This is an optimization exercise on Yosys and OpenROAD, whose aim is small area, a short achievable clock period and few clock cycles per item, not a production implementation. Only simulation tests tie the RTL to the original design; equivalence was not proved. Power is estimated from default activity; no workload was simulated.

<file path="design/flow/config.mk">
export PLATFORM = sky130hd
export DESIGN_NAME = ringRouter
export DESIGN_NICKNAME = ringRouter
export VERILOG_FILES = /design/flow/design.v
export SDC_FILE = /design/flow/constraint.sdc
export NUM_CORES = 4
export LEC_CHECK = 0
export CAP_MARGIN = 20
export CORE_MARGIN = 2
export CORE_UTILIZATION = 50
export SETUP_SLACK_MARGIN = 1.8
export SLEW_MARGIN = 20
</file>
<file path="design/flow/constraint.sdc">
create_clock -name core_clock -period 4.0 [get_ports {clk}]
set_input_delay 0.8000 -clock core_clock [delete_from_list [all_inputs] [get_ports {clk}]]
set_output_delay 0.8000 -clock core_clock [all_outputs]
set_load 0.01 [all_outputs]
</file>
<file path="design/flow/design.v">
`default_nettype none
package routerPkg;
    localparam int packetWidth = 64;
    localparam int hopLsb      = 48;     
    localparam int hopWidth    = 8;
    localparam int dirBit      = 62;     
    localparam int storeWidth  = packetWidth - 1;
    localparam int numChan = 3;
endpackage
`default_nettype wire
`default_nettype none
`timescale 1ns/1ps
import routerPkg::*;
module vcArbiter (
    input  logic clk,
    input  logic reset,
    input  logic req0,
    input  logic req1,
    input  logic served,         
    output logic grant0,
    output logic grant1
);
    logic favor1;
    always_comb begin
        grant0 = req0 & (~req1 | ~favor1);
        grant1 = req1 & (~req0 | favor1);
    end
    always_ff @(posedge clk) begin
        if (reset) begin
            favor1 <= 1'b0;
        end else if (req0 & req1 & served) begin
            favor1 <= ~favor1;
        end
    end
endmodule
`default_nettype wire
`default_nettype none
`timescale 1ns/1ps
import routerPkg::*;
module inputStage #(
    parameter bit isPe = 1'b0
) (
    input  logic                  clk,
    input  logic                  reset,
    input  logic [packetWidth:0]  linkIn,      
    output logic                  ready,
    output logic [1:0]            slotReq,     
    output logic [1:0]            linkReq,     
    output logic [storeWidth-1:0] slotData,
    output logic [storeWidth-1:0] linkData,
    input  logic                  taken        
);
    logic                   send;
    logic [packetWidth-1:0] pkt;
    logic                   rt;
    logic                   full;
    logic [1:0]             slotDst;
    assign {send, pkt} = linkIn;
    assign linkData = {pkt[63:56], pkt[55:49], pkt[47:0]};
    assign rt       = isPe ? pkt[dirBit] : ~pkt[hopLsb];
    assign full    = |slotDst;
    assign ready   = ~full;
    assign slotReq = slotDst;
    assign linkReq = {2{send & ~full}} & {rt, ~rt};
    always_ff @(posedge clk) begin
        if (reset) begin
            slotDst <= 2'b00;
        end else if (taken) begin
            slotDst <= 2'b00;
        end else if (~full) begin
            slotDst <= linkReq;
        end
    end
    always_ff @(posedge clk) begin
        if (~full) begin
            slotData <= linkData;
        end
    end
endmodule
`default_nettype wire
`default_nettype none
`timescale 1ns/1ps
import routerPkg::*;
module switchAllocator (
    input  logic clk,
    input  logic reset,
    output logic polarity
);
    always_ff @(posedge clk) begin
        if (reset) begin
            polarity <= 1'b0;
        end else begin
            polarity <= ~polarity;
        end
    end
endmodule
`default_nettype wire
`default_nettype none
`timescale 1ns/1ps
import routerPkg::*;
module outputStage (
    input  logic                  clk,
    input  logic                  reset,
    input  logic                  slotReqA,
    input  logic                  linkReqA,
    input  logic [storeWidth-1:0] slotDataA,
    input  logic [storeWidth-1:0] linkDataA,
    input  logic                  slotReqB,
    input  logic                  linkReqB,
    input  logic [storeWidth-1:0] slotDataB,
    input  logic [storeWidth-1:0] linkDataB,
    input  logic                  outReady,
    output logic [packetWidth:0]  linkOut,     
    output logic                  takenA,
    output logic                  takenB
);
    logic                  full;
    logic [storeWidth-1:0] data;
    logic                  free;
    logic                  reqA, reqB;
    logic                  grantA, grantB;
    logic                  load;
    logic [storeWidth-1:0] nextData;
    assign reqA = slotReqA | linkReqA;
    assign reqB = slotReqB | linkReqB;
    assign free = ~full | outReady;
    assign load = free & (reqA | reqB);
    vcArbiter arbiter_inst (
        .clk    (clk),
        .reset  (reset),
        .req0   (reqA),
        .req1   (reqB),
        .served (free),
        .grant0 (grantA),
        .grant1 (grantB)
    );
    assign takenA = grantA & free;
    assign takenB = grantB & free;
    assign nextData = ({storeWidth{grantA & slotReqA}} & slotDataA)
                    | ({storeWidth{grantA & linkReqA}} & linkDataA)
                    | ({storeWidth{grantB & slotReqB}} & slotDataB)
                    | ({storeWidth{grantB & linkReqB}} & linkDataB);
    always_ff @(posedge clk) begin
        if (reset) begin
            full <= 1'b0;
        end else begin
            full <= load | (full & ~outReady);
        end
    end
    always_ff @(posedge clk) begin
        if (load) begin
            data <= nextData;
        end
    end
    assign linkOut = {full & outReady, data[62:55], 1'b0, data[54:0]};
endmodule
`default_nettype wire
`default_nettype none
`timescale 1ns/1ps
import routerPkg::*;
module ringRouter (
    input  logic        clk,
    input  logic        reset,
    input  logic [64:0] cwIn,
    input  logic [64:0] ccwIn,
    input  logic [64:0] peIn,
    output logic        cwReady,
    output logic        ccwReady,
    output logic        peReady,
    output logic [64:0] cwOut,
    output logic [64:0] ccwOut,
    output logic [64:0] peOut,
    input  logic        cwOutReady,
    input  logic        ccwOutReady,
    input  logic        peOutReady,
    output logic        polarity
);
    logic [1:0]            cwSlotReq, ccwSlotReq, peSlotReq;
    logic [1:0]            cwLinkReq, ccwLinkReq, peLinkReq;
    logic [storeWidth-1:0] cwSlotData, ccwSlotData, peSlotData;
    logic [storeWidth-1:0] cwLinkData, ccwLinkData, peLinkData;
    logic                  cwTakenRing, cwTakenPe;       
    logic                  ccwTakenRing, ccwTakenPe;
    logic                  peTakenCw, peTakenCcw;
    switchAllocator polarity_inst (
        .clk      (clk),
        .reset    (reset),
        .polarity (polarity)
    );
    inputStage #(.isPe(1'b0)) cwIn_inst (
        .clk      (clk),
        .reset    (reset),
        .linkIn   (cwIn),
        .ready    (cwReady),
        .slotReq  (cwSlotReq),
        .linkReq  (cwLinkReq),
        .slotData (cwSlotData),
        .linkData (cwLinkData),
        .taken    (cwTakenRing | cwTakenPe)
    );
    inputStage #(.isPe(1'b0)) ccwIn_inst (
        .clk      (clk),
        .reset    (reset),
        .linkIn   (ccwIn),
        .ready    (ccwReady),
        .slotReq  (ccwSlotReq),
        .linkReq  (ccwLinkReq),
        .slotData (ccwSlotData),
        .linkData (ccwLinkData),
        .taken    (ccwTakenRing | ccwTakenPe)
    );
    inputStage #(.isPe(1'b1)) peIn_inst (
        .clk      (clk),
        .reset    (reset),
        .linkIn   (peIn),
        .ready    (peReady),
        .slotReq  (peSlotReq),
        .linkReq  (peLinkReq),
        .slotData (peSlotData),
        .linkData (peLinkData),
        .taken    (peTakenCw | peTakenCcw)
    );
    outputStage cwOut_inst (
        .clk       (clk),
        .reset     (reset),
        .slotReqA  (cwSlotReq[0]),
        .linkReqA  (cwLinkReq[0]),
        .slotDataA (cwSlotData),
        .linkDataA (cwLinkData),
        .slotReqB  (peSlotReq[0]),
        .linkReqB  (peLinkReq[0]),
        .slotDataB (peSlotData),
        .linkDataB (peLinkData),
        .outReady  (cwOutReady),
        .linkOut   (cwOut),
        .takenA    (cwTakenRing),
        .takenB    (peTakenCw)
    );
    outputStage ccwOut_inst (
        .clk       (clk),
        .reset     (reset),
        .slotReqA  (ccwSlotReq[0]),
        .linkReqA  (ccwLinkReq[0]),
        .slotDataA (ccwSlotData),
        .linkDataA (ccwLinkData),
        .slotReqB  (peSlotReq[1]),
        .linkReqB  (peLinkReq[1]),
        .slotDataB (peSlotData),
        .linkDataB (peLinkData),
        .outReady  (ccwOutReady),
        .linkOut   (ccwOut),
        .takenA    (ccwTakenRing),
        .takenB    (peTakenCcw)
    );
    outputStage peOut_inst (
        .clk       (clk),
        .reset     (reset),
        .slotReqA  (cwSlotReq[1]),
        .linkReqA  (cwLinkReq[1]),
        .slotDataA (cwSlotData),
        .linkDataA (cwLinkData),
        .slotReqB  (ccwSlotReq[1]),
        .linkReqB  (ccwLinkReq[1]),
        .slotDataB (ccwSlotData),
        .linkDataB (ccwLinkData),
        .outReady  (peOutReady),
        .linkOut   (peOut),
        .takenA    (cwTakenPe),
        .takenB    (ccwTakenPe)
    );
endmodule
`default_nettype wire
</file>
<file path="design/flow/run.sh">
#!/bin/bash
# synth_recipe.tcl (not shown) runs the flow's synth.tcl, then flattens the netlist and writes it again
# the make line also repeats each setting of config.mk as NAME=value (left out here)
make -C /OpenROAD-flow-scripts/flow DESIGN_CONFIG=/design/flow/config.mk WORK_HOME=/design/flow/orfs CLKGATE_MAP_FILE= SYNTH_SCRIPT=/design/flow/synth_recipe.tcl finish
</file>
==> results by group, run 1 <==
Synthesis
  – YS warnings: 5
  – Yosys top cell area share: 0.701
  – Post-synth ARST share: 0
  – EDFF count, synth: 378
  – #FFs+latches synth: 391
  – Syn Area/Cell: 15.9 um^2
  – Yosys cell types: 47
  – Sequential area share after synthesis: 0.717
  – Post-synth top area cell: edfxtp_1
  – Most used DFF post-synth: edfxtp_1
  – Area contributors post-synth: edfxtp_1 70%, a221o_1 7.7%, a22o_1 6.8%
  – Mapped Area: roughly 16000 um^2
  – Synth Instances: about 1.0k

Global route
  – Largest net degree at the start of global routing: 64
  – Congestion Overflow GR: 0
  – First-pass GRT wire length: 80600 um
  – Initial antenna violation count: 8
  – Tot GR Track Use: 0.327
  – Vias in the first global route: 12.2k

STA
  – Setup TNS: 0 ns
  – Max Fclk: 0.451 GHz
  – Final min period: 2.22 ns
  – Final worst slack: 1.78 ns
  – Clk_skew: 0.0187 ns
  – Max_slew headroom: 0.278
  – Endpoints failing setup: 0
  – Slew Viols, Final: 0
  – RSZ-0062 raised after global routing: true
  – Fin crit share: 0.554
  – Fin. Hold Viols: 0
  – Worst-margin pin slew: ~1.1 ns

Finish
  – Non-Filler Cell Area, Final: 22800 um^2
  – Register Area: 11600 um^2
  – Area grow syn2layout: 40.8%
  – Share of cells above drive strength 1: 0.161
  – Fillers: 2189
  – Multi-input logic area: 4700 um^2
  – Most frequent cells in the layout: 378 x edfxtp_1, 192 x clkdlybuf4s50_1, 150 x dlygate4sd2_1, 125 x a22o_1, 125 x a221o_1
  – Fin util: 0.719
  – Commonest non-fill, non-tap cell in the layout: edfxtp_1
  – Nets: 1628

Critical path
  – Startpoint Class: input port
  – CP bufs+invs: 2
  – Crit path required time: 4.27 ns
  – Critical-path top delay cell: nor4bb_1
  – CP Capture Type: register
  – Critical path class: in -> reg
  – CP cell instances: dlygate4sd2_1, nor4bb_1, a211oi_4, buf_12, a22o_1, a221o_1
  – Crit-path max cell delay: 0.49 ns
  – Worst path top cell family by delay: compound AO/OA/AOI/OAI gates
  – Worst-path fanout max: 46
  – Critical path arrival: 2.49 ns

Route
  – WL final: about 56000 um
  – Vias per cell: 6.51
  – Drt drc: 0
  – DR vias: 12.2k
  – DRT antenna net count: 0
  – Drt wl/cell: around 30 um
  – 1st-pass router iterations: 7
  – First DRT Iteration DRCs: 1156

CTS
  – CTS root buf: clkbuf_16
  – CTS tree: built
  – Clock transition at path regs: 0.06 ns
  – H-Tree Depth: 2
  – Post-CTS Hold Fix Bufs: 0
  – CTS Buffer Depth: 3
  – CTS buffer count: 42
  – Clk latency of the worst-skew pair: 0.54 ns
  – Num Clock Sinks: 391

Power and ir drop
  – Comb pwr share: 0.141
  – Clock Power Share: 0.367
  – LEAKAGE: 0.00901 uW
  – Psw: between 2000 and 2500 uW
  – Pint: between 7000 and 8000 uW
  – Flop pwr share: 0.491
  – Worst vdd ir: 0.444 mV
  – Pwr dens: 453 nW/um^2
  – Net switching share of the total power: 0.242

Die
  – Die area: 33800 um^2
  – Initial core utilization: 0.510
  – Floorplan row count: 65
  – Chip width: 184 um
  – # IOs: 399
  – Core footprint: 31700 um^2
  – Die H: around 180 um

Min path
  – Class of the worst hold path: reg -> reg

Placement
  – IO Port Bufs: 394
  – Final HPWL from detailed placement: 32700 um
  – Dpl ws: around 0.34 ns
  – Global placement routability congestion: 0.880
  – DP Area: 21100 um^2

Flow run
  – Max-Cap Viols: 0

Run status
  – Status: finished clean
routing by layer:
| layer | part of all wire | track usage |
|---|---|---|
| met5 | 0 | 0 |
| met3 | 0.10 | 0.0719 |
| met2 | 0.49 | 0.552 |
| met4 | 0.036 | 0.125 |
| met1 | 0.37 | 0.415 |
power groups by stage:
stage / combinational, uW / clock [uW] / sequential [uW]
finish: 1460 / 3790 / 5070
floorplan: 482 / 0 / 5250
global route: 1530 / 3990 / 5110
CTS: 1460 / 3820 / 5070
global placement: 1490 / 0 / 5150
detailed placement: 1500 / 0 / 5160
final timing paths:
check        slack, ns                                   startpoint  cells past startpoint                           endpoint
min               0.41            polarity_inst.polarity$_SDFF_PP0_                      1  polarity_inst.polarity$_SDFF_PP0_
max reg2reg       1.88  peOut_inst.arbiter_inst.favor1$_SDFFE_PP0P_                      6       peOut_inst.data[6]$_DFFE_PP_
max               1.78                                    ccwIn[64]                      6     ccwOut_inst.data[59]$_DFFE_PP_
min reg2reg       0.41            polarity_inst.polarity$_SDFF_PP0_                      1  polarity_inst.polarity$_SDFF_PP0_
Yosys cell counts (5+ instances only):
cell type    n
a21oi_1      9
a221o_1    125
a22o_1     125
a22oi_1    124
and2_1       5
buf_2       16
buf_6        7
clkbuf_1    61
dfxtp_1     13
edfxtp_1   378
inv_1        5
nand2_1     68
nor2_1      12
nor2b_1      6
nor3_1       6
sequential cells by signal, indices dropped and copies added (netlist names), 2 cells and up:
signal and flops:
peIn_inst.slotData 63, ccwOut_inst.data 63, peIn_inst.slotDst 2, cwIn_inst.slotData 63, cwOut_inst.data 63, cwIn_inst.slotDst 2
peOut_inst.data 63, ccwIn_inst.slotDst 2, ccwIn_inst.slotData 63
metrics by stage:
step | hold slack [ns] | power, uW | instances
3_5_place_dp | 0.404 | 6660 | 1758
5_1_grt | 0.433 | 10600 | 1868
2_1_floorplan | 0.428 | 5730 | 1018
4_1_cts | 0.410 | 10400 | 1862
6_report | 0.407 | 10300 | 1870
3_3_place_gp | 0.398 | 6640 | 1758
area by class of cell:
type                    count  area share
multi-input cells         535       0.206
inverters                   6    0.000988
well taps                 402      0.0221
clock inverters            23     0.00801
flip-flops and latches    391       0.510
clock buffers              54      0.0503
diodes                      7    0.000768
repair buffers            452       0.202
worst reg2reg max path, delay by kind of cell (launching register included):
| kind | cells | cell delay, ns |
|---|---|---|
| simple gates | 2 | 0.51 |
| compound gates | 2 | 0.50 |
| flops | 1 | 0.41 |
| buf+inv | 2 | 0.45 |
repair_timing:
| item | in CTS | in global routing |
|---|---|---|
| buffers inserted | 21 | 1 |
| hold endpoints to repair | 0 | 0 |
| gates cloned | 6 | 0 |
| resized for setup | 214 | 51 |
| endpoints found under the setup margin | 390 | 199 |
| pin swaps | 12 | 2 |
kinds of logic after synthesis:
kind of cell | after synthesis | share of synthesized area
AO/OA/AOI/OAI | 403 | 0.215
buffers and inverters | 95 | 0.0272
flip-flops | 391 | 0.717
other | 1 | 0.000232
AND/OR/NAND/NOR | 126 | 0.0400
Testbench counts, summed over its fixed seeds: cycles 5,605, items 9,600.
==> run 2: changes to the inputs <==
==> design/flow/flow/run.sh (new file) <==
#!/bin/bash
export BUFFER_PORTS_ARGS="-buffer_cell sky130_fd_sc_hd__buf_1"
bash standard.sh > standard.log 2>&1
==> design/flow/standard.sh (new file) <==
#!/bin/bash
# synth_recipe.tcl (not shown) runs the flow's synth.tcl, then flattens the netlist and writes it again
# the make line also repeats each setting of config.mk as NAME=value (left out here)
make -C /OpenROAD-flow-scripts/flow DESIGN_CONFIG=/design/flow/config.mk WORK_HOME=/design/flow/orfs CLKGATE_MAP_FILE= SYNTH_SCRIPT=/design/flow/synth_recipe.tcl "${@:-finish}"
--- a/design/flow/config.mk
+++ b/design/flow/config.mk
@@ -9,4 +9,4 @@
 export CORE_MARGIN = 2
 export CORE_UTILIZATION = 50
-export SETUP_SLACK_MARGIN = 1.8
+export SETUP_SLACK_MARGIN = 1.95
 export SLEW_MARGIN = 20
removed: design/flow/run.sh
==> results by group, run 2 <==
Min path
  – Class of the worst hold path: reg -> reg

Power and ir drop
  – LEAKAGE: 0.00742 uW (-18%)
  – Overall Power: 10300 uW (-0.47%)
  – Pwr dens: 491 nW/um^2 (+8.5%)
  – Worst vdd ir: 0.366 mV (-18%)

Placement
  – Placed insts: 1752 (-0.34%)
  – Final HPWL from detailed placement: 30700 um (-6.1%)
  – IO Port Bufs: 394 (unchanged)
  – Global placement routability congestion: 0.852 (-3.1%)

Die
  – Initial core utilization: 0.510 (unchanged)
  – # IOs: 399 (unchanged)
  – Chip width: 184 um (unchanged)
  – Die area: 33800 um^2 (unchanged)
  – Floorplan row count: 65 (unchanged)
  – Die H: 184 um (unchanged)
  – Core footprint: 31700 um^2 (unchanged)

Global route
  – Congestion Overflow GR: 0 (unchanged)
  – First-pass GRT wire length: 81400 um (+1.0%)
  – Largest net degree at the start of global routing: 64 (unchanged)
  – Vias in the first global route: 11.9k (-2.6%)
  – Tot GR Track Use: 0.336 (+0.00856)
  – Initial antenna violation count: 13 (+5)

Finish
  – Commonest non-fill, non-tap cell in the layout: buf_1
  – Nets: 1654 (+1.6%)
  – Area grow syn2layout: 29.1%
  – Share of cells above drive strength 1: 0.177 (+0.0165)
  – Most frequent cells in the layout: 386 x buf_1, 378 x edfxtp_1, 125 x a22o_1, 125 x a221o_1, 66 x nand2_1
  – Fin cells: 1894 (+1.3%)

CTS
  – CTS tree: built
  – Clk latency of the worst-skew pair: 0.54 ns (about the same)
  – CTS buffer count: 41 (-2.4%)
  – Post-CTS Hold Fix Bufs: 0 (unchanged)
  – Num Clock Sinks: 391 (unchanged)
  – H-Tree Depth: 2 (unchanged)
  – CTS root buf: clkbuf_16
  – Clock transition at path regs: 0.06 ns (about the same)
  – CTS Buffer Depth: 3 (unchanged)

Critical path
  – R2r startpoint: peOut_inst.arbiter_inst.favor1$_SDFFE_PP0P_
  – Worst-path fanout max: 5 (-89%)
  – Critical path class: reg -> out
  – Worst r2r path cells: 6 (unchanged)
  – Critical path origin: peIn_inst.slotDst[1]$_SDFFE_PP0N_
  – CP Capture Point: peReady
  – Crit path required time: 3.20 ns (-1.07 ns)
  – CP Capture Type: output pin
  – Startpoint Class: register
  – Critical path arrival: 1.30 ns (-1.19 ns)
  – FF-to-FF setup slack: 1.95 ns (+0.07 ns)
  – Worst reg2reg endpoint: peOut_inst.data[29]$_DFFE_PP_

Route
  – DR vias: 12.5k (+2.9%)
  – Drt wl/cell: 31.8 um (+6.0%)
  – WL final: 60200 um (+7.3%)
  – 1st-pass router iterations: 5 (-2)
  – DRT antenna net count: 0 (unchanged)
  – Vias per cell: 6.62 (+1.6%)
  – First DRT Iteration DRCs: 1379 (+19%)
  – Drt drc: 0 (unchanged)

Synthesis
  – Synth Instances: 1016 (unchanged)
  – Synth cell count leaders: 378 x edfxtp_1, 125 x a221o_1, 125 x a22o_1
  – Yosys cell types: 47 (unchanged)
  – Most numerous cell in the Yosys netlist: edfxtp_1
  – Syn Area/Cell: 15.9 um^2 (unchanged)
  – Post-synth ARST share: 0 (unchanged)
  – Mapped Area: 16200 um^2 (unchanged)
  – YS warnings: 5 (unchanged)
  – Post-synth top area cell: edfxtp_1
  – EDFF count, synth: 378 (unchanged)
  – Yosys top cell area share: 0.701 (unchanged)
  – Sequential area share after synthesis: 0.717 (unchanged)
  – Most used DFF post-synth: edfxtp_1
  – Area contributors post-synth: edfxtp_1 70%, a221o_1 7.7%, a22o_1 6.8%
  – #FFs+latches synth: 391 (unchanged)

Run status
  – Status: finished clean

STA
  – Fin crit share: 0.524 (-0.0301)
  – Clk_skew: 0.0165 ns (-0.00224 ns)
  – Final min period: 2.10 ns (-0.121 ns)
  – Fin. Hold Viols: 0 (unchanged)
  – Slew Viols, Final: 0 (unchanged)
  – RSZ-0062 raised after global routing: true
  – Setup TNS: 0 ns (unchanged)
  – Worst-margin pin slew: 0.842 ns (-0.241 ns)
  – Max_slew headroom: 0.439 (+0.161)
  – Max Fclk: 0.477 GHz (+5.8%)
  – Endpoints failing setup: 0 (unchanged)

Flow run
  – Max-Cap Viols: 0 (unchanged)
run 2: cell counts after synthesis:
Identical to the previous run, type by type.
run 2: logic make-up after synthesis:
kind of cell / Yosys count / synth area share
other: 1 / 0.000232
buffers and inverters: 95 / 0.0272
flip-flops: 391 / 0.717
AO/OA/AOI/OAI: 403 / 0.215
AND/OR/NAND/NOR: 126 / 0.0400
run 2: per-layer routing:
metal,wire [um],part of all wire,global-route usage
met1,22200,0.37,0.430
met2,28200,0.47,0.534
met3,7420,0.12,0.103
met4,2330,0.039,0.137
met5,65,0.0011,0
run 2: what timing repair did:
item	in CTS	in global routing
cloned	11	8
setup buffers	20	22
pin swaps	10	13
setup endpoints to repair	348	272
hold endpoints to repair	0	0
resized for setup	43	26
run 2: worst max-delay path, stage by stage, from the launching register on:
cell and delay (ns):
dfxtp_4 0.36, nor2_4 0.14, clkbuf_16 0.16, buf_6 0.09
run 2: layout make-up:
cell class	count	area [um^2]
Antenna cell	9	22.5
Clock buffer	51	1110
Clock inverter	21	253
Fill cell	2404	10800
Inverter	6	22.5
Multi-Input combinational cell	541	4820
Sequential cell	391	11600
Tap cell	402	503
Timing Repair Buffer	473	2540
run 2: metrics by stage:
stage           util  worst slack (ns)  instance area [um^2]  hold slack [ns]
2_1_floorplan      -              1.42                 16900            0.428
6_report       0.659              1.90                 20900            0.410
4_1_cts        0.645              1.87                 20500            0.413
3_5_place_dp   0.587             0.676                 18600            0.402
3_3_place_gp   0.587             0.730                 18600            0.396
5_1_grt        0.659              1.86                 20900            0.429
run 2: worst min path at each step:
stage                                       from                           endpoint  cells past startpoint
2_1_floorplan  polarity_inst.polarity$_SDFF_PP0_  polarity_inst.polarity$_SDFF_PP0_                      1
3_3_place_gp   polarity_inst.polarity$_SDFF_PP0_  polarity_inst.polarity$_SDFF_PP0_                      1
3_5_place_dp   polarity_inst.polarity$_SDFF_PP0_  polarity_inst.polarity$_SDFF_PP0_                      1
4_1_cts        polarity_inst.polarity$_SDFF_PP0_  polarity_inst.polarity$_SDFF_PP0_                      1
5_1_grt        polarity_inst.polarity$_SDFF_PP0_  polarity_inst.polarity$_SDFF_PP0_                      1
6_report       polarity_inst.polarity$_SDFF_PP0_  polarity_inst.polarity$_SDFF_PP0_                      1
run 2: power by group:
| group | switching [uW] | leakage, uW | internal [uW] |
|---|---|---|---|
| clock | 1570 | 0.000663 | 2340 |
| sequential | 138 | 0.00398 | 4930 |
| combinational | 823 | 0.00278 | 463 |
==> run 3: changes to the inputs <==
--- a/design/flow/config.mk
+++ b/design/flow/config.mk
@@ -9,4 +9,6 @@
 export CORE_MARGIN = 2
 export CORE_UTILIZATION = 50
+export CTS_BUF_LIST = sky130_fd_sc_hd__clkbuf_8
+export CTS_CLUSTER_SIZE = 30
 export SETUP_SLACK_MARGIN = 1.95
 export SLEW_MARGIN = 20
==> results by group, run 3 <==
CTS
  – CTS root buf: clkbuf_8
  – Clock transition at path regs: 0.06 ns (about the same)
  – Post-CTS Hold Fix Bufs: 0 (unchanged)
  – CTS buffer count: 61 (+49%)
  – Clk latency of the worst-skew pair: 0.62 ns (+0.08 ns)
  – H-Tree Depth: 2 (unchanged)
  – Num Clock Sinks: 391 (unchanged)
  – CTS Buffer Depth: 3 (unchanged)
  – CTS tree: built

STA
  – Min Hold Slack: 0.409 ns (-0.00134 ns)
  – Clk_skew: 0.0257 ns (+0.00924 ns)
  – Fin crit share: 0.540 (+0.0159)
  – Endpoints failing setup: 0 (unchanged)
  – Fin. Hold Viols: 0 (unchanged)
  – Max Fclk: 0.463 GHz (-2.9%)
  – Worst-margin pin slew: 0.841 ns (-0.000926 ns)
  – Setup TNS: 0 ns (unchanged)
  – Slew Viols, Final: 0 (unchanged)
  – RSZ-0062 raised after global routing: true
  – Final min period: 2.16 ns (+0.0636 ns)
  – Max_slew headroom: 0.440 (+0.000617)

Critical path
  – Startpoint Class: register
  – CP Capture Type: output pin
  – Worst-path fanout max: 6 (+1)
  – Critical path arrival: 1.36 ns (+0.06 ns)
  – Crit path required time: 3.20 ns (about the same)
  – Critical path class: reg -> out

Route
  – DR vias: 12.8k (+2.1%)
  – Vias per cell: 6.59 (-0.37%)
  – DRT antenna net count: 0 (unchanged)
  – Drt drc: 0 (unchanged)
  – Drt wl/cell: 31.9 um (+0.45%)
  – First DRT Iteration DRCs: 1274 (-7.6%)
  – 1st-pass router iterations: 5 (unchanged)
  – WL final: 62000 um (+2.9%)

Global route
  – Congestion Overflow GR: 0 (unchanged)
  – First-pass GRT wire length: 81700 um (+0.34%)
  – Largest net degree at the start of global routing: 64 (unchanged)
  – Vias in the first global route: 12.0k (+0.38%)
  – Initial antenna violation count: 13 (unchanged)
  – Tot GR Track Use: 0.337 (+0.00163)

Synthesis
  – Sequential area share after synthesis: 0.717 (unchanged)
  – Synth cell count leaders: 378 x edfxtp_1, 125 x a221o_1, 125 x a22o_1
  – EDFF count, synth: 378 (unchanged)
  – #FFs+latches synth: 391 (unchanged)
  – Synth Instances: 1016 (unchanged)
  – Area contributors post-synth: edfxtp_1 70%, a221o_1 7.7%, a22o_1 6.8%
  – Post-synth top area cell: edfxtp_1
  – Most numerous cell in the Yosys netlist: edfxtp_1
  – Yosys cell types: 47 (unchanged)
  – Post-synth ARST share: 0 (unchanged)
  – Most used DFF post-synth: edfxtp_1
  – Syn Area/Cell: 15.9 um^2 (unchanged)
  – YS warnings: 5 (unchanged)
  – Mapped Area: 16200 um^2 (unchanged)
  – Yosys top cell area share: 0.701 (unchanged)

Placement
  – Final HPWL from detailed placement: 30700 um (unchanged)
  – IO Port Bufs: 394 (unchanged)
  – Global placement routability congestion: 0.852 (unchanged)

Finish
  – Share of cells above drive strength 1: 0.192 (+0.0142)
  – Area grow syn2layout: 29.5%
  – Nets: 1686 (+1.9%)
  – Most frequent cells in the layout: 386 x buf_1, 378 x edfxtp_1, 125 x a22o_1, 125 x a221o_1, 65 x nand2_1
  – Commonest non-fill, non-tap cell in the layout: buf_1

Die
  – Die area: 33800 um^2 (unchanged)
  – Core footprint: 31700 um^2 (unchanged)
  – Initial core utilization: 0.510 (unchanged)
  – Chip width: 184 um (unchanged)
  – Die H: 184 um (unchanged)
  – Floorplan row count: 65 (unchanged)
  – # IOs: 399 (unchanged)

Power and ir drop
  – Pwr dens: 461 nW/um^2 (-6.2%)
  – LEAKAGE: 0.00755 uW (+1.7%)
  – Worst vdd ir: 0.274 mV (-25%)

Run status
  – Status: finished clean

Flow run
  – Max-Cap Viols: 0 (unchanged)

Min path
  – Class of the worst hold path: reg -> reg
[run 3: metal layers]
metal | up-vias | routed length, um | part of all wire | GRT usage
met2 | 929 | 29000 | 0.47 | 0.534
li1 | 5348 | - | - | -
met4 | 10 | 2240 | 0.036 | 0.125
met5 | - | 68 | 0.0011 | 0
met1 | 6358 | 22700 | 0.37 | 0.440
met3 | 152 | 7960 | 0.13 | 0.104
[run 3: area by class of cell]
type,count,area [um^2]
Sequential cell,391,11600
Fill cell,2419,10800
Multi-Input combinational cell,542,4840
Timing Repair Buffer,484,2800
Clock buffer,62,853
Tap cell,402,503
Clock inverter,45,290
Inverter,6,22.5
Antenna cell,9,22.5
[run 3: through the flow]
step | worst slack (ns) | total power (uW) | util | cell area (um^2) | std cells
after floorplan | 1.42 | 5730 | - | 16900 | 1018
after global placement | 0.730 | 6270 | 0.587 | 18600 | 1752
after detailed placement | 0.676 | 6290 | 0.587 | 18600 | 1752
after CTS | 1.82 | 9590 | 0.644 | 20400 | 1895
after global routing | 1.79 | 9960 | 0.661 | 21000 | 1940
final | 1.84 | 9660 | 0.661 | 21000 | 1941
[run 3: final timing paths]
path                                          start                           endpoint  slack (ns)  cells past startpoint
setup / recovery  peIn_inst.slotDst[1]$_SDFFE_PP0N_                            peReady        1.84                      3
hold reg to reg   polarity_inst.polarity$_SDFF_PP0_  polarity_inst.polarity$_SDFF_PP0_        0.41                      1
hold / removal    polarity_inst.polarity$_SDFF_PP0_  polarity_inst.polarity$_SDFF_PP0_        0.41                      1
setup reg to reg  cwIn_inst.slotDst[0]$_SDFFE_PP0N_       cwOut_inst.data[2]$_DFFE_PP_        1.88                      6
[run 3: cell families after synthesis]
logic type / share of synthesized area
compound gates: 0.215
flops: 0.717
simple gates: 0.0400
buf+inv: 0.0272
other cells: 0.000232
[run 3: worst max-delay path, stage by stage, from the launching register on]
cell and delay [ns]:
dfxtp_4 0.37, nor2_4 0.14, clkbuf_16 0.16, buf_6 0.09
[run 3: repair_timing]
action,CTS,global route
pin swaps,11,16
gates resized for setup,41,30
setup buffers,22,26
cloned,14,11
setup endpoints to repair,348,299
endpoints found under the hold margin,0,0
[run 3: report_power, final]
group | switching (uW) | internal, uW
registers | 139 | 4930
logic | 838 | 489
clock network | 1570 | 1690
==> run 4: changes to the inputs <==
--- a/design/flow/design.v
+++ b/design/flow/design.v
@@ -56,9 +56,10 @@
     logic                   full;
     logic [1:0]             slotDst;
+    logic                   readyReg;    
     assign {send, pkt} = linkIn;
     assign linkData = {pkt[63:56], pkt[55:49], pkt[47:0]};
     assign rt       = isPe ? pkt[dirBit] : ~pkt[hopLsb];
     assign full    = |slotDst;
-    assign ready   = ~full;
+    assign ready   = readyReg;
     assign slotReq = slotDst;
     assign linkReq = {2{send & ~full}} & {rt, ~rt};
@@ -71,4 +72,7 @@
             slotDst <= linkReq;
         end
+    end
+    always_ff @(posedge clk) begin
+        readyReg <= reset | taken | (full ? 1'b0 : ~send);
     end
     always_ff @(posedge clk) begin
@@ -149,5 +153,5 @@
     end
     always_ff @(posedge clk) begin
-        if (load) begin
+        if (free) begin
             data <= nextData;
         end
--- a/design/flow/config.mk
+++ b/design/flow/config.mk
@@ -8,7 +8,5 @@
 export CAP_MARGIN = 20
 export CORE_MARGIN = 2
-export CORE_UTILIZATION = 50
-export CTS_BUF_LIST = sky130_fd_sc_hd__clkbuf_8
-export CTS_CLUSTER_SIZE = 30
-export SETUP_SLACK_MARGIN = 1.95
+export CORE_UTILIZATION = 70
+export SETUP_SLACK_MARGIN = 2.0
 export SLEW_MARGIN = 20
==> results by group, run 4 <==
Power and ir drop
  – Net switching share of the total power: 0.261 (-0.00279)
  – LEAKAGE: 0.00734 uW (-2.9%)
  – Psw: 2660 uW (+4.3%)
  – Comb pwr share: 0.147 (+0.010)
  – Clock Power Share: 0.331 (-0.007)
  – Flop pwr share: 0.522 (-0.003)
  – Worst vdd ir: 0.452 mV (+65%)
  – Pint: 7520 uW (+5.8%)
  – Pwr dens: 511 nW/um^2 (+11%)

Critical path
  – Critical path class: reg -> reg
  – Worst path top cell family by delay: compound AO/OA/AOI/OAI gates
  – Startpoint Class: register
  – CP bufs+invs: 2 (unchanged)
  – Critical-path top delay cell: dfxtp_2
  – FF-to-FF setup slack: 1.93 ns (+0.05 ns)
  – Crit-path max cell delay: 0.50 ns (+0.13 ns)
  – R2r startpoint: cwIn_inst.slotDst[1]$_SDFFE_PP0N_
  – CP Capture Type: register
  – Crit path required time: 4.27 ns (+1.07 ns)
  – Worst reg2reg endpoint: peOut_inst.data[21]$_DFFE_PN_
  – CP cell instances: nor2b_2, nor3_4, buf_6, buf_12, a22o_1, a221o_1
  – Critical path arrival: 2.34 ns (+0.98 ns)
  – Worst-path fanout max: 13 (+7)
  – Worst r2r path cells: 6 (unchanged)

Global route
  – Tot GR Track Use: 0.424 (+0.0867)
  – Vias in the first global route: 12.3k (+3.2%)
  – Largest net degree at the start of global routing: 64 (unchanged)
  – Congestion Overflow GR: 0 (unchanged)
  – First-pass GRT wire length: 75400 um (-7.7%)
  – Initial antenna violation count: 10 (-3)

Finish
  – Area grow syn2layout: 22.7%
  – Multi-input logic area: 4410 um^2 (-8.8%)
  – Commonest non-fill, non-tap cell in the layout: buf_1
  – Nets: 1573 (-6.7%)
  – Most frequent cells in the layout: 385 x buf_1, 378 x edfxtp_1, 188 x a22o_1, 187 x a221o_1, 47 x clkbuf_16
  – Share of cells above drive strength 1: 0.121 (-0.0705)
  – Register Area: 11700 um^2 (+0.46%)
  – Fin cells: 1693 (-13%)
  – Fillers: 971 (-60%)

CTS
  – Post-CTS Hold Fix Bufs: 0 (unchanged)
  – CTS Buffer Depth: 3 (unchanged)
  – CTS tree: built
  – Num Clock Sinks: 394 (+0.77%)
  – CTS root buf: clkbuf_16
  – H-Tree Depth: 2 (unchanged)
  – Clk latency of the worst-skew pair: 0.54 ns (-0.08 ns)
  – CTS buffer count: 40 (-34%)
  – Clock transition at path regs: 0.06 ns (about the same)

Placement
  – Placed insts: 1573 (-10%)
  – IO Port Bufs: 394 (unchanged)
  – Final HPWL from detailed placement: 28700 um (-6.6%)
  – Global placement routability congestion: 0.896 (+5.2%)

Die
  – Die H: 156 um (-15%)
  – Floorplan row count: 55 (-15%)
  – # IOs: 399 (unchanged)
  – Core footprint: 22700 um^2 (-28%)
  – Chip width: 156 um (-15%)
  – Initial core utilization: 0.716 (+0.205)
  – Die area: 24400 um^2 (-28%)

STA
  – Endpoints failing setup: 0 (unchanged)
  – Max Fclk: 0.483 GHz (+4.3%)
  – Setup TNS: 0 ns (unchanged)
  – Slew Viols, Final: 0 (unchanged)
  – Clk_skew: 0.0176 ns (-0.00811 ns)
  – Max_slew headroom: 0.259 (-0.180)
  – RSZ-0062 raised after global routing: true
  – Final min period: 2.07 ns (-0.0888 ns)
  – Fin crit share: 0.518 (-0.0222)
  – Worst-margin pin slew: 1.11 ns (+0.270 ns)
  – Fin. Hold Viols: 0 (unchanged)

Route
  – WL final: 56200 um (-9.4%)
  – Vias per cell: 7.72 (+17%)
  – DRT antenna net count: 0 (unchanged)
  – DR vias: 13.1k (+2.2%)
  – First DRT Iteration DRCs: 1927 (+51%)
  – 1st-pass router iterations: 6 (+1)
  – Drt wl/cell: 33.2 um (+3.9%)
  – Drt drc: 0 (unchanged)

Flow run
  – Max-Cap Viols: 0 (unchanged)

Synthesis
  – Yosys top cell area share: 0.699 (-0.00254)
  – Synth Area in Adders: 0 (unchanged)
  – Mux share of post-synthesis cell area: 0 (unchanged)
  – Yosys cell types: 50 (+6.4%)
  – Most used DFF post-synth: edfxtp_1
  – Sequential area share after synthesis: 0.718 (+0.00110)
  – YS warnings: 5 (unchanged)
  – Synth cell count leaders: 378 x edfxtp_1, 188 x a22o_1, 187 x a221o_1
  – Largest family of logic cells by synthesized area: compound AO/OA/AOI/OAI gates
  – Syn Area/Cell: 17.0 um^2 (+6.9%)
  – Mapped Area: 16200 um^2 (+0.36%)
  – Synth Area in Simple Gates: 0.0275 (-0.0125)
  – Synth Area in XOR/XNOR: 0.000539 (+0.000539)
  – Most numerous cell in the Yosys netlist: edfxtp_1
  – EDFF count, synth: 378 (unchanged)
  – Compound-Gate Fraction of Synth Area: 0.228 (+0.0128)
  – Area contributors post-synth: edfxtp_1 70%, a221o_1 12%, a22o_1 10%
  – Synth Instances: 954 (-6.1%)
  – #FFs+latches synth: 394 (+0.77%)
  – Post-synth ARST share: 0 (unchanged)
  – Post-synth top area cell: edfxtp_1

Min path
  – Class of the worst hold path: reg -> reg
  – Hold Path Stages: 1 (unchanged)
  – Hold Crit Endpoint: polarity_inst.polarity$_SDFF_PP0_
  – Hold_sp: polarity_inst.polarity$_SDFF_PP0_

Run status
  – Status: finished clean
-- run 4: final cells by class --
class,instances,share of cell area
Timing Repair Buffer,457,0.116
Multi-Input combinational cell,477,0.221
Antenna cell,11,0.00138
Clock buffer,52,0.0535
Sequential cell,394,0.586
Inverter,3,0.000565
Clock inverter,14,0.00345
Tap cell,285,0.0179
-- run 4: through the flow --
step,utilization,setup slack (ns),cell area (um^2),total power (uW),hold WS (ns)
floorplan,-,1.47,16400,6070,0.428
detailed placement,0.794,0.570,18000,6680,0.399
CTS,0.861,1.97,19500,10000,0.418
global route,0.877,1.92,19900,10400,0.434
global placement,0.794,0.610,18000,6640,0.394
finish,0.878,1.93,19900,10200,0.421
-- run 4: cell families (layout without fill, tap and decap cells) --
kind of cell,Yosys count,in the layout
compound gates,401,402
simple gates,67,71
xor+xnor,1,1
other cells,1,14
buf+inv,90,526
flops,394,394
-- run 4: per-layer routing --
layer  part of all wire  routed length (um)  global-route usage  vias to the layer above
li1                   -                   -                   -                     5099
met1               0.31               17300               0.538                     6189
met2               0.47               26100               0.677                     1463
met3               0.16                8950               0.104                      320
met4              0.067                3790               0.239                        2
met5            0.00023                  13             0.00828                        -
-- run 4: power groups by stage --
stage                     logic (uW)  clock network, uW  registers, uW
after floorplan                  577                  0           5500
after global placement          1280                  0           5360
after detailed placement        1300                  0           5380
after CTS                       1370               3330           5300
after global routing            1550               3480           5360
final                           1500               3370           5320
-- run 4: repair_timing --
item | CTS | global route
endpoints found under the setup margin | 189 | 198
buffers inserted | 16 | 9
gates cloned | 8 | 10
resized for setup | 44 | 30
pin swaps | 9 | 9
-- run 4: worst max path at each step --
stage | end | start | depth (start not counted) | slack [ns]
after floorplan | cwOut_inst.data[10]$_DFFE_PN_ | cwIn_inst.slotDst[0]$_SDFFE_PP0N_ | 6 | 1.47
after global placement | peOut_inst.data[34]$_DFFE_PN_ | ccwIn[64] | 6 | 0.61
after detailed placement | peOut_inst.data[7]$_DFFE_PN_ | ccwIn[64] | 6 | 0.57
after CTS | peOut_inst.data[16]$_DFFE_PN_ | cwIn_inst.slotDst[0]$_SDFFE_PP0N_ | 6 | 1.97
after global routing | peOut_inst.data[21]$_DFFE_PN_ | cwIn_inst.slotDst[1]$_SDFFE_PP0N_ | 6 | 1.92
final | peOut_inst.data[21]$_DFFE_PN_ | cwIn_inst.slotDst[1]$_SDFFE_PP0N_ | 6 | 1.93
Testbench counts of run 4, summed over its fixed seeds: cycles 5,605, items 9,600.
==> run 5: changes to the inputs <==
--- a/design/flow/config.mk
+++ b/design/flow/config.mk
@@ -8,5 +8,5 @@
 export CAP_MARGIN = 20
 export CORE_MARGIN = 2
-export CORE_UTILIZATION = 70
+export CORE_UTILIZATION = 60
 export SETUP_SLACK_MARGIN = 2.0
 export SLEW_MARGIN = 20
==> results by group, run 5 <==
Run status
  – Status: finished clean

Finish
  – Non-Filler Cell Area, Final: 19800 um^2 (-0.45%)
  – Fillers: 1780 (+83%)
  – Most frequent cells in the layout: 386 x buf_1, 378 x edfxtp_1, 188 x a22o_1, 187 x a221o_1, 44 x clkbuf_16
  – Nets: 1564 (-0.57%)
  – Share of cells above drive strength 1: 0.114 (-0.00650)
  – Area grow syn2layout: 22.1%
  – Commonest non-fill, non-tap cell in the layout: buf_1

Synthesis
  – EDFF count, synth: 378 (unchanged)
  – Post-synth top area cell: edfxtp_1
  – Synth Instances: 954 (unchanged)
  – Most numerous cell in the Yosys netlist: edfxtp_1
  – Syn Area/Cell: 17.0 um^2 (unchanged)
  – #FFs+latches synth: 394 (unchanged)
  – Area contributors post-synth: edfxtp_1 70%, a221o_1 12%, a22o_1 10%
  – Post-synth ARST share: 0 (unchanged)
  – YS warnings: 5 (unchanged)
  – Yosys cell types: 50 (unchanged)
  – Yosys top cell area share: 0.699 (unchanged)
  – Sequential area share after synthesis: 0.718 (unchanged)
  – Most used DFF post-synth: edfxtp_1
  – Synth cell count leaders: 378 x edfxtp_1, 188 x a22o_1, 187 x a221o_1
  – Mapped Area: 16200 um^2 (unchanged)

STA
  – Slew Viols, Final: 0 (unchanged)
  – RSZ-0062 raised after global routing: true
  – Worst-margin pin slew: 1.16 ns (+0.0461 ns)
  – Final min period: 2.02 ns (-0.0482 ns)
  – Clk_skew: 0.0192 ns (+0.00155 ns)
  – Fin crit share: 0.506 (-0.0120)
  – Final worst slack: 1.98 ns (+0.0482 ns)
  – Setup TNS: 0 ns (unchanged)
  – Fin. Hold Viols: 0 (unchanged)
  – Max Fclk: 0.494 GHz (+2.4%)
  – Max_slew headroom: 0.228 (-0.0308)
  – Endpoints failing setup: 0 (unchanged)

Global route
  – Tot GR Track Use: 0.361 (-0.0632)
  – Vias in the first global route: 11.7k (-5.5%)
  – Initial antenna violation count: 11 (+1)
  – First-pass GRT wire length: 75000 um (-0.55%)
  – Largest net degree at the start of global routing: 64 (unchanged)
  – Congestion Overflow GR: 0 (unchanged)

Die
  – Core footprint: 26800 um^2 (+18%)
  – Die H: 169 um (+7.8%)
  – Die area: 28400 um^2 (+16%)
  – Initial core utilization: 0.606 (-0.109)
  – Chip width: 169 um (+7.8%)
  – # IOs: 399 (unchanged)
  – Floorplan row count: 60 (+9.1%)

CTS
  – CTS tree: built
  – CTS Buffer Depth: 3 (unchanged)
  – Clock transition at path regs: 0.06 ns (about the same)
  – Post-CTS Hold Fix Bufs: 0 (unchanged)
  – CTS buffer count: 41 (+2.5%)
  – Num Clock Sinks: 394 (unchanged)
  – Clk latency of the worst-skew pair: 0.53 ns (about the same)
  – H-Tree Depth: 2 (unchanged)
  – CTS root buf: clkbuf_16

Critical path
  – Startpoint Class: input port
  – CP Capture Type: register
  – Critical path class: in -> reg
  – Worst-path fanout max: 29 (+16)
  – Crit path required time: 4.38 ns (+0.11 ns)
  – Critical path arrival: 2.41 ns (+0.07 ns)

Route
  – Drt wl/cell: 30.8 um (-7.1%)
  – First DRT Iteration DRCs: 1703 (-12%)
  – 1st-pass router iterations: 5 (-1)
  – DRT antenna net count: 0 (unchanged)
  – Vias per cell: 7.04 (-8.8%)
  – Drt drc: 0 (unchanged)
  – WL final: 53600 um (-4.6%)
  – DR vias: 12.2k (-6.4%)

Power and ir drop
  – Overall Power: 10200 uW (+0.33%)
  – Clock Power Share: 0.342 (+0.011)
  – Net switching share of the total power: 0.254 (-0.00730)
  – Pint: 7620 uW (+1.3%)
  – Comb pwr share: 0.139 (-0.008)
  – LEAKAGE: 0.00727 uW (-0.95%)
  – Psw: 2590 uW (-2.5%)
  – Flop pwr share: 0.519 (-0.003)
  – Pwr dens: 515 nW/um^2 (+0.78%)
  – Worst vdd ir: 0.382 mV (-15%)

Placement
  – Final HPWL from detailed placement: 28800 um (+0.26%)
  – Dpl ws: 0.965 ns (+0.396 ns)
  – Global placement routability congestion: 0.832 (-7.2%)
  – DP Area: 18200 um^2 (+0.69%)
  – IO Port Bufs: 394 (unchanged)

Flow run
  – Max-Cap Viols: 0 (unchanged)

Min path
  – Class of the worst hold path: reg -> reg
[run 5: cell counts after synthesis]
Identical to the previous run, type by type.
[run 5: worst max-delay path, stage by stage]
cell and delay [ns]:
buf_2 0.16, or4b_4 0.54, nor3_4 0.19, buf_6 0.34
a22o_1 0.20, a221o_1 0.15
[run 5: repair_timing]
action,in CTS,in global routing
pin swaps,5,3
gates resized for setup,44,23
setup buffers,16,2
endpoints found under the setup margin,189,154
gates cloned,6,5
[run 5: layout make-up]
class	count	area (um^2)	area share
sequential	394	11700	0.589
multi-input combinational	477	4420	0.223
timing repair buffer	447	2090	0.105
clock buffer	52	1070	0.0538
tap	341	427	0.0215
clock inverter	16	121	0.00611
antenna	8	20.0	0.00101
inverter	3	11.3	0.000567
[run 5: power groups by stage]
stage,clock network [uW],registers [uW],logic (uW)
6_report,3490,5300,1420
3_3_place_gp,0,5360,1310
2_1_floorplan,0,5500,577
5_1_grt,3680,5340,1490
3_5_place_dp,0,5380,1320
4_1_cts,3510,5300,1370
[run 5: metal layers]
layer	part of all wire	track usage	up-vias
met2	0.46	0.568	977
li1	-	-	5085
met3	0.13	0.0753	155
met4	0.045	0.141	6
met5	0.00076	0	-
met1	0.37	0.502	6019
[run 5: kinds of logic after synthesis]
kind of cell	after synthesis	synth area share
compound gates	401	0.228
xor+xnor	1	0.000539
buf+inv	90	0.0253
flops	394	0.718
other cells	1	0.000231
simple gates	67	0.0275
[run 5: path summary, 6_finish.rpt]
check / startpoint / endpoint / slack [ns] / depth (start not counted)
worst max-delay path: ccwIn[48] / peOut_inst.data[38]$_DFFE_PN_ / 1.98 / 6
worst min-delay path: polarity_inst.polarity$_SDFF_PP0_ / polarity_inst.polarity$_SDFF_PP0_ / 0.42 / 1
worst max register to register: ccwIn_inst.slotDst[0]$_SDFFE_PP0N_ / peOut_inst.data[38]$_DFFE_PN_ / 1.99 / 5
worst min register to register: polarity_inst.polarity$_SDFF_PP0_ / polarity_inst.polarity$_SDFF_PP0_ / 0.42 / 1
[run 5: per-stage QoR]
step	util	hold slack, ns	instances
after floorplan	-	0.428	956
after global placement	0.677	0.393	1633
after detailed placement	0.677	0.402	1633
after CTS	0.734	0.413	1723
after global routing	0.740	0.423	1736
final	0.741	0.416	1738
==> run 6: changes to the inputs <==
--- a/design/flow/config.mk
+++ b/design/flow/config.mk
@@ -9,4 +9,4 @@
 export CORE_MARGIN = 2
 export CORE_UTILIZATION = 60
-export SETUP_SLACK_MARGIN = 2.0
+export SETUP_SLACK_MARGIN = 2.2
 export SLEW_MARGIN = 20
==> results by group, run 6 <==
Run status
  – Status: finished clean

Global route
  – Congestion Overflow GR: 0 (unchanged)
  – Largest net degree at the start of global routing: 64 (unchanged)
  – Vias in the first global route: 12.2k (+4.4%)
  – First-pass GRT wire length: 78100 um (+4.1%)
  – Initial antenna violation count: 4 (-7)
  – Tot GR Track Use: 0.376 (+0.0154)

STA
  – Max Fclk: 0.490 GHz (-0.93%)
  – Slew Viols, Final: 0 (unchanged)
  – Setup TNS: 0 ns (unchanged)
  – RSZ-0062 raised after global routing: true
  – Endpoints failing setup: 0 (unchanged)
  – Worst-margin pin slew: 0.958 ns (-0.200 ns)
  – Fin. Hold Viols: 0 (unchanged)
  – Max_slew headroom: 0.362 (+0.133)
  – Clk_skew: 0.0267 ns (+0.00752 ns)
  – Fin crit share: 0.510 (+0.00474)
  – Final min period: 2.04 ns (+0.0190 ns)
  – Final worst slack: 1.96 ns (-0.0190 ns)

Power and ir drop
  – Pwr dens: 489 nW/um^2 (-5.0%)
  – Worst vdd ir: 0.357 mV (-6.5%)
  – LEAKAGE: 0.00853 uW (+17%)

Synthesis
  – Area contributors post-synth: edfxtp_1 70%, a221o_1 12%, a22o_1 10%
  – YS warnings: 5 (unchanged)
  – Yosys top cell area share: 0.699 (unchanged)
  – Mapped Area: 16200 um^2 (unchanged)
  – Most used DFF post-synth: edfxtp_1
  – Post-synth top area cell: edfxtp_1
  – Synth Instances: 954 (unchanged)
  – Syn Area/Cell: 17.0 um^2 (unchanged)
  – Sequential area share after synthesis: 0.718 (unchanged)
  – EDFF count, synth: 378 (unchanged)
  – Most numerous cell in the Yosys netlist: edfxtp_1
  – Synth cell count leaders: 378 x edfxtp_1, 188 x a22o_1, 187 x a221o_1
  – #FFs+latches synth: 394 (unchanged)
  – Post-synth ARST share: 0 (unchanged)
  – Yosys cell types: 50 (unchanged)

Placement
  – Dpl ws: 0.931 ns (-0.0340 ns)
  – Final HPWL from detailed placement: 29000 um (+0.71%)
  – Global placement routability congestion: 0.857 (+3.1%)
  – IO Port Bufs: 394 (unchanged)

Die
  – Floorplan row count: 60 (unchanged)
  – Initial core utilization: 0.606 (unchanged)
  – Die H: 169 um (unchanged)
  – # IOs: 399 (unchanged)
  – Die area: 28400 um^2 (unchanged)
  – Core footprint: 26800 um^2 (unchanged)
  – Chip width: 169 um (unchanged)

Finish
  – Register Area: 11700 um^2 (+0.15%)
  – Fillers: 1485 (-17%)
  – Share of cells above drive strength 1: 0.289 (+0.174)
  – Nets: 1638 (+4.7%)
  – Commonest non-fill, non-tap cell in the layout: edfxtp_1
  – Most frequent cells in the layout: 378 x edfxtp_1, 213 x buf_1, 188 x a22o_1, 187 x a221o_1, 108 x clkbuf_2
  – Multi-input logic area: 4490 um^2 (+1.6%)
  – Fin util: 0.808 (+0.0671)
  – Area grow syn2layout: 33.2%

CTS
  – Num Clock Sinks: 394 (unchanged)
  – CTS Buffer Depth: 3 (unchanged)
  – CTS buffer count: 40 (-2.4%)
  – Clk latency of the worst-skew pair: 0.55 ns (+0.02 ns)
  – Clock transition at path regs: 0.07 ns (about the same)
  – Post-CTS Hold Fix Bufs: 0 (unchanged)
  – CTS tree: built
  – CTS root buf: clkbuf_16
  – H-Tree Depth: 2 (unchanged)

Critical path
  – Worst reg2reg endpoint: peOut_inst.data[56]$_DFFE_PN_
  – Startpoint Class: register
  – CP Capture Type: register
  – Critical-path top delay cell: or4b_4
  – Critical path arrival: 2.44 ns (+0.03 ns)
  – R2r startpoint: cwIn_inst.slotDst[1]$_SDFFE_PP0N_
  – Worst r2r path cells: 7 (+2)
  – Crit-path max cell delay: 0.53 ns (about the same)
  – CP cell instances: or4b_4, a211oi_4, buf_12, buf_12, buf_16, a22o_1, a221o_1
  – FF-to-FF setup slack: 1.96 ns (-0.03 ns)
  – Worst-path fanout max: 9 (-69%)
  – Crit path required time: 4.39 ns (about the same)
  – Crit path top cell by count: buf_12
  – Critical path class: reg -> reg

Route
  – DRT antenna net count: 0 (unchanged)
  – Drt drc: 0 (unchanged)
  – Drt wl/cell: 34.2 um (+11%)
  – WL final: 61900 um (+15%)
  – 1st-pass router iterations: 6 (+1)
  – DR vias: 13.3k (+8.7%)
  – First DRT Iteration DRCs: 2225 (+31%)
  – Vias per cell: 7.35 (+4.3%)

Flow run
  – Max-Cap Viols: 0 (unchanged)

Min path
  – Hold Crit Endpoint: polarity_inst.polarity$_SDFF_PP0_
  – Class of the worst hold path: reg -> reg
  – Hold Path Stages: 1 (unchanged)
  – Hold_sp: polarity_inst.polarity$_SDFF_PP0_
run 6: cell families (layout without fill, tap and decap cells):
kind of cell,count (synthesis),in the layout,synth area share
AO/OA/AOI/OAI,401,402,0.228
other,1,8,0.000231
XOR/XNOR,1,1,0.000539
AND/OR/NAND/NOR,67,73,0.0275
flip-flops,394,394,0.718
buffers and inverters,90,592,0.0253
run 6: worst max-delay path: cells and delay by family (launching register included):
kind / cells / cell delay (ns)
AOI/OAI and AO/OA: 3 / 0.49
DFF: 1 / 0.40
buffers and inverters: 3 / 0.46
and+or+nand+nor: 1 / 0.53
run 6: worst max-delay path by stage:
stage | from | to | slack, ns | cells past startpoint
finish | cwIn_inst.slotDst[1]$_SDFFE_PP0N_ | peOut_inst.data[56]$_DFFE_PN_ | 1.96 | 7
floorplan | cwIn_inst.slotDst[0]$_SDFFE_PP0N_ | cwOut_inst.data[10]$_DFFE_PN_ | 1.47 | 6
global route | cwIn_inst.slotDst[0]$_SDFFE_PP0N_ | peOut_inst.data[56]$_DFFE_PN_ | 1.93 | 7
detailed placement | ccwIn[64] | ccwOut_inst.data[42]$_DFFE_PN_ | 0.93 | 5
global placement | ccwIn[64] | ccwOut_inst.data[57]$_DFFE_PN_ | 0.96 | 5
CTS | ccwIn_inst.slotDst[1]$_SDFFE_PP0N_ | ccwOut_inst.data[43]$_DFFE_PN_ | 2.03 | 6
run 6: timing repair:
item	in CTS	in global routing
endpoints found under the hold margin	0	0
pin swaps	16	70
endpoints found under the setup margin	562	499
gates cloned	20	26
setup buffers	36	23
resized for setup	172	180
run 6: per-stage QoR:
| step | instances | hold WS, ns | power, uW | area (um^2) |
|---|---|---|---|---|
| 2_1_floorplan | 956 | 0.428 | 6070 | 16400 |
| 3_3_place_gp | 1632 | 0.397 | 6670 | 18200 |
| 3_5_place_dp | 1632 | 0.402 | 6700 | 18200 |
| 4_1_cts | 1757 | 0.414 | 10300 | 20500 |
| 5_1_grt | 1811 | 0.401 | 10800 | 21600 |
| 6_report | 1811 | 0.392 | 10600 | 21600 |
run 6: final cells by class:
| class | instances | share of cell area |
|---|---|---|
| multi-input combinational | 479 | 0.207 |
| clock buffer | 56 | 0.0505 |
| timing repair buffer | 520 | 0.176 |
| clock inverter | 13 | 0.00399 |
| antenna | 5 | 0.000578 |
| tap | 341 | 0.0197 |
| sequential | 394 | 0.541 |
| inverter | 3 | 0.000751 |
run 6: power breakdown:
part | total [uW] | switching, uW | internal, uW
combinational | 1760 | 1010 | 746
sequential | 5310 | 206 | 5100
clock | 3520 | 1560 | 1970
total | 10600 | 2780 | 7810
run 6: layer usage:
| metal | share of wire | GRT usage | routed length [um] |
|---|---|---|---|
| met5 | 0.00016 | 0 | 10 |
| met3 | 0.15 | 0.0893 | 9100 |
| met2 | 0.46 | 0.603 | 28500 |
| met1 | 0.33 | 0.505 | 20500 |
| met4 | 0.060 | 0.148 | 3720 |
==> run 7: changes to the inputs <==
--- a/design/flow/config.mk
+++ b/design/flow/config.mk
@@ -8,5 +8,7 @@
 export CAP_MARGIN = 20
 export CORE_MARGIN = 2
-export CORE_UTILIZATION = 60
-export SETUP_SLACK_MARGIN = 2.2
+export CORE_UTILIZATION = 55
+export CTS_CLUSTER_DIAMETER = 80
+export CTS_CLUSTER_SIZE = 22
+export SETUP_SLACK_MARGIN = 2.05
 export SLEW_MARGIN = 20
==> results by group, run 7 <==
Synthesis
  – #FFs+latches synth: 394 (unchanged)
  – Yosys cell types: 50 (unchanged)
  – Synth cell count leaders: 378 x edfxtp_1, 188 x a22o_1, 187 x a221o_1
  – EDFF count, synth: 378 (unchanged)
  – Area contributors post-synth: edfxtp_1 70%, a221o_1 12%, a22o_1 10%
  – Most used DFF post-synth: edfxtp_1
  – YS warnings: 5 (unchanged)
  – Post-synth ARST share: 0 (unchanged)
  – Synth Instances: 954 (unchanged)
  – Post-synth top area cell: edfxtp_1
  – Most numerous cell in the Yosys netlist: edfxtp_1
  – Sequential area share after synthesis: 0.718 (unchanged)
  – Mapped Area: 16200 um^2 (unchanged)
  – Syn Area/Cell: 17.0 um^2 (unchanged)
  – Yosys top cell area share: 0.699 (unchanged)

Route
  – Drt wl/cell: 32.1 um (-6.1%)
  – DRT antenna net count: 0 (unchanged)
  – WL final: 57000 um (-7.9%)
  – First DRT Iteration DRCs: 1610 (-28%)
  – Vias per cell: 6.87 (-6.5%)
  – Drt drc: 0 (unchanged)
  – 1st-pass router iterations: 6 (unchanged)
  – DR vias: 12.2k (-8.3%)

STA
  – Endpoints failing setup: 0 (unchanged)
  – Max_slew headroom: 0.414 (+0.0526)
  – Setup TNS: 0 ns (unchanged)
  – Final min period: 1.98 ns (-0.0634 ns)
  – Worst-margin pin slew: 0.879 ns (-0.0789 ns)
  – Fin. Hold Viols: 0 (unchanged)
  – Max Fclk: 0.505 GHz (+3.2%)
  – Slew Viols, Final: 0 (unchanged)
  – Clk_skew: 0.0141 ns (-0.0126 ns)
  – Fin crit share: 0.495 (-0.0159)
  – RSZ-0062 raised after global routing: true

Critical path
  – CP cell instances: clkbuf_4, or4b_4, nor3_4, buf_12, clkbuf_16, a22o_1, a221o_1
  – Critical path arrival: 2.38 ns (-0.06 ns)
  – CP Capture Type: register
  – Crit path required time: 4.40 ns (about the same)
  – Critical-path top delay cell: or4b_4
  – CP bufs+invs: 3 (unchanged)
  – Crit-path max cell delay: 0.50 ns (-0.03 ns)
  – Critical path class: in -> reg
  – Worst path top cell family by delay: simple AND/OR/NAND/NOR gates
  – Worst-path fanout max: 8 (-1)
  – Startpoint Class: input port

CTS
  – Post-CTS Hold Fix Bufs: 0 (unchanged)
  – Num Clock Sinks: 394 (unchanged)
  – CTS Buffer Depth: 3 (unchanged)
  – CTS buffer count: 21 (-48%)
  – CTS tree: built
  – Clk latency of the worst-skew pair: 0.55 ns (about the same)
  – H-Tree Depth: 1 (-1)
  – Clock transition at path regs: 0.09 ns (+0.02 ns)
  – CTS root buf: clkbuf_16

Finish
  – Area grow syn2layout: 21.8%
  – Share of cells above drive strength 1: 0.123 (-0.165)
  – Most frequent cells in the layout: 380 x buf_1, 378 x edfxtp_1, 188 x a22o_1, 187 x a221o_1, 46 x buf_4
  – Nets: 1571 (-4.1%)
  – Non-Filler Cell Area, Final: 19800 um^2 (-8.6%)
  – Commonest non-fill, non-tap cell in the layout: buf_1

Power and ir drop
  – LEAKAGE: 0.00721 uW (-15%)
  – Pwr dens: 461 nW/um^2 (-5.8%)
  – Worst vdd ir: 0.306 mV (-14%)

Placement
  – IO Port Bufs: 394 (unchanged)
  – Final HPWL from detailed placement: 29400 um (+1.5%)
  – Global placement routability congestion: 0.842 (-1.8%)
  – DP Area: 18300 um^2 (+0.47%)

Die
  – Floorplan row count: 62 (+3.3%)
  – Initial core utilization: 0.562 (-0.0447)
  – Chip width: 176 um (+4.3%)
  – Core footprint: 28900 um^2 (+8.0%)
  – # IOs: 399 (unchanged)
  – Die H: 176 um (+4.3%)
  – Die area: 30900 um^2 (+8.9%)

Min path
  – Class of the worst hold path: reg -> reg

Global route
  – Congestion Overflow GR: 0 (unchanged)
  – Tot GR Track Use: 0.345 (-0.0313)
  – First-pass GRT wire length: 77400 um (-0.83%)
  – Vias in the first global route: 11.7k (-3.9%)
  – Initial antenna violation count: 8 (+4)
  – Largest net degree at the start of global routing: 64 (unchanged)

Run status
  – Status: finished clean

Flow run
  – Max-Cap Viols: 0 (unchanged)
-- run 7: cell counts after synthesis --
Identical to the previous run, type by type.
-- run 7: logic make-up (layout without fill, tap and decap cells) --
family          count (synthesis)  after routing  synth area share
compound gates                401            402             0.228
xor+xnor                        1              1          0.000539
buf+inv                        90            513            0.0253
flops                         394            394             0.718
other cells                     1             11          0.000231
simple gates                   67             72            0.0275
-- run 7: what timing repair did --
action,in CTS,in global routing
gates resized for setup,54,36
gates cloned,13,8
pin swaps,13,45
setup endpoints to repair,192,283
setup buffers,29,7
-- run 7: final timing paths --
| check | startpoint | endpoint | slack [ns] | depth (start not counted) |
|---|---|---|---|---|
| max | ccwIn[64] | peOut_inst.data[16]$_DFFE_PN_ | 2.02 | 7 |
| min | polarity_inst.polarity$_SDFF_PP0_ | polarity_inst.polarity$_SDFF_PP0_ | 0.42 | 1 |
| max reg2reg | ccwIn_inst.slotDst[0]$_SDFFE_PP0N_ | peOut_inst.data[16]$_DFFE_PN_ | 2.04 | 6 |
| min reg2reg | polarity_inst.polarity$_SDFF_PP0_ | polarity_inst.polarity$_SDFF_PP0_ | 0.42 | 1 |
-- run 7: layout make-up --
cell class | instances | area (um^2)
sequential | 394 | 11700
fill | 2101 | 9140
multi-input combinational | 478 | 4410
timing repair buffer | 473 | 2570
clock buffer | 37 | 596
tap | 384 | 480
antenna | 8 | 20.0
inverter | 3 | 11.3
-- run 7: through the flow --
step | hold slack [ns] | util | setup slack, ns | std cells | power [uW]
2_1_floorplan | 0.428 | - | 1.47 | 956 | 6070
3_3_place_gp | 0.396 | 0.631 | 1.14 | 1675 | 6680
3_5_place_dp | 0.401 | 0.631 | 1.08 | 1675 | 6710
4_1_cts | 0.418 | 0.673 | 2.02 | 1754 | 9040
5_1_grt | 0.437 | 0.684 | 1.99 | 1775 | 9380
6_report | 0.417 | 0.684 | 2.02 | 1777 | 9120
-- run 7: layer usage --
metal  track usage  wire length [um]  vias up
met5             0                28        -
met2         0.563             26900      929
met1         0.459             21000     6070
met4         0.126              1910        4
li1              -                 -     5069
met3        0.0755              7180      135
-- run 7: power breakdown --
part           leakage [uW]  switching, uW  internal, uW  total [uW]
Sequential          0.00422            193          5090        5280
Combinational       0.00271            945           575        1520
Clock              0.000284           1300          1020        2320

-- what the ideal ports hide --
No port has a modelled driver above. Below, the same layouts with a new extraction and two added sets of constraints.
Step 1 (the two cells are an assumption about what drives the block):
set clk [get_ports {clk}]
set_driving_cell -lib_cell sky130_fd_sc_hd__clkbuf_16 $clk
set_driving_cell -lib_cell sky130_fd_sc_hd__buf_2 [delete_from_list [all_inputs] $clk]
Step 2 times the ports against the registers' clock, not the clock port: input delays grow and output delays shrink by t, the midpoint of the rising clock arrivals with the driver on.
a / b / c = ideal / step 1 / step 2; a / b = the first two.
run | t, ns | setup WS [ns] | worst setup path at the end | latest minus earliest clock arrival (ns)
run 1 | 0.581 | 1.783 / 1.750 / 1.170 | input to register | 0.021 / 0.021
run 2 | 0.588 | 1.904 / 1.852 / 1.367 | input to register | 0.024 / 0.024
run 3 | 0.656 | 1.840 / 1.790 / 1.291 | input to register | 0.030 / 0.030
run 4 | 0.579 | 1.929 / 1.929 / 1.359 | input to register | 0.018 / 0.018
run 5 | 0.569 | 1.977 / 1.979 / 1.431 | input to register | 0.026 / 0.026
run 6 | 0.589 | 1.958 / 1.955 / 1.366 | input to register | 0.028 / 0.028
run 7 | 0.589 | 2.022 / 1.988 / 1.430 | input to register | 0.014 / 0.014
After both steps setup and hold are still met in every run listed. The setup slack of run 1, which loses most, moves by -0.033 ns with the drivers and by -0.613 ns with both steps.
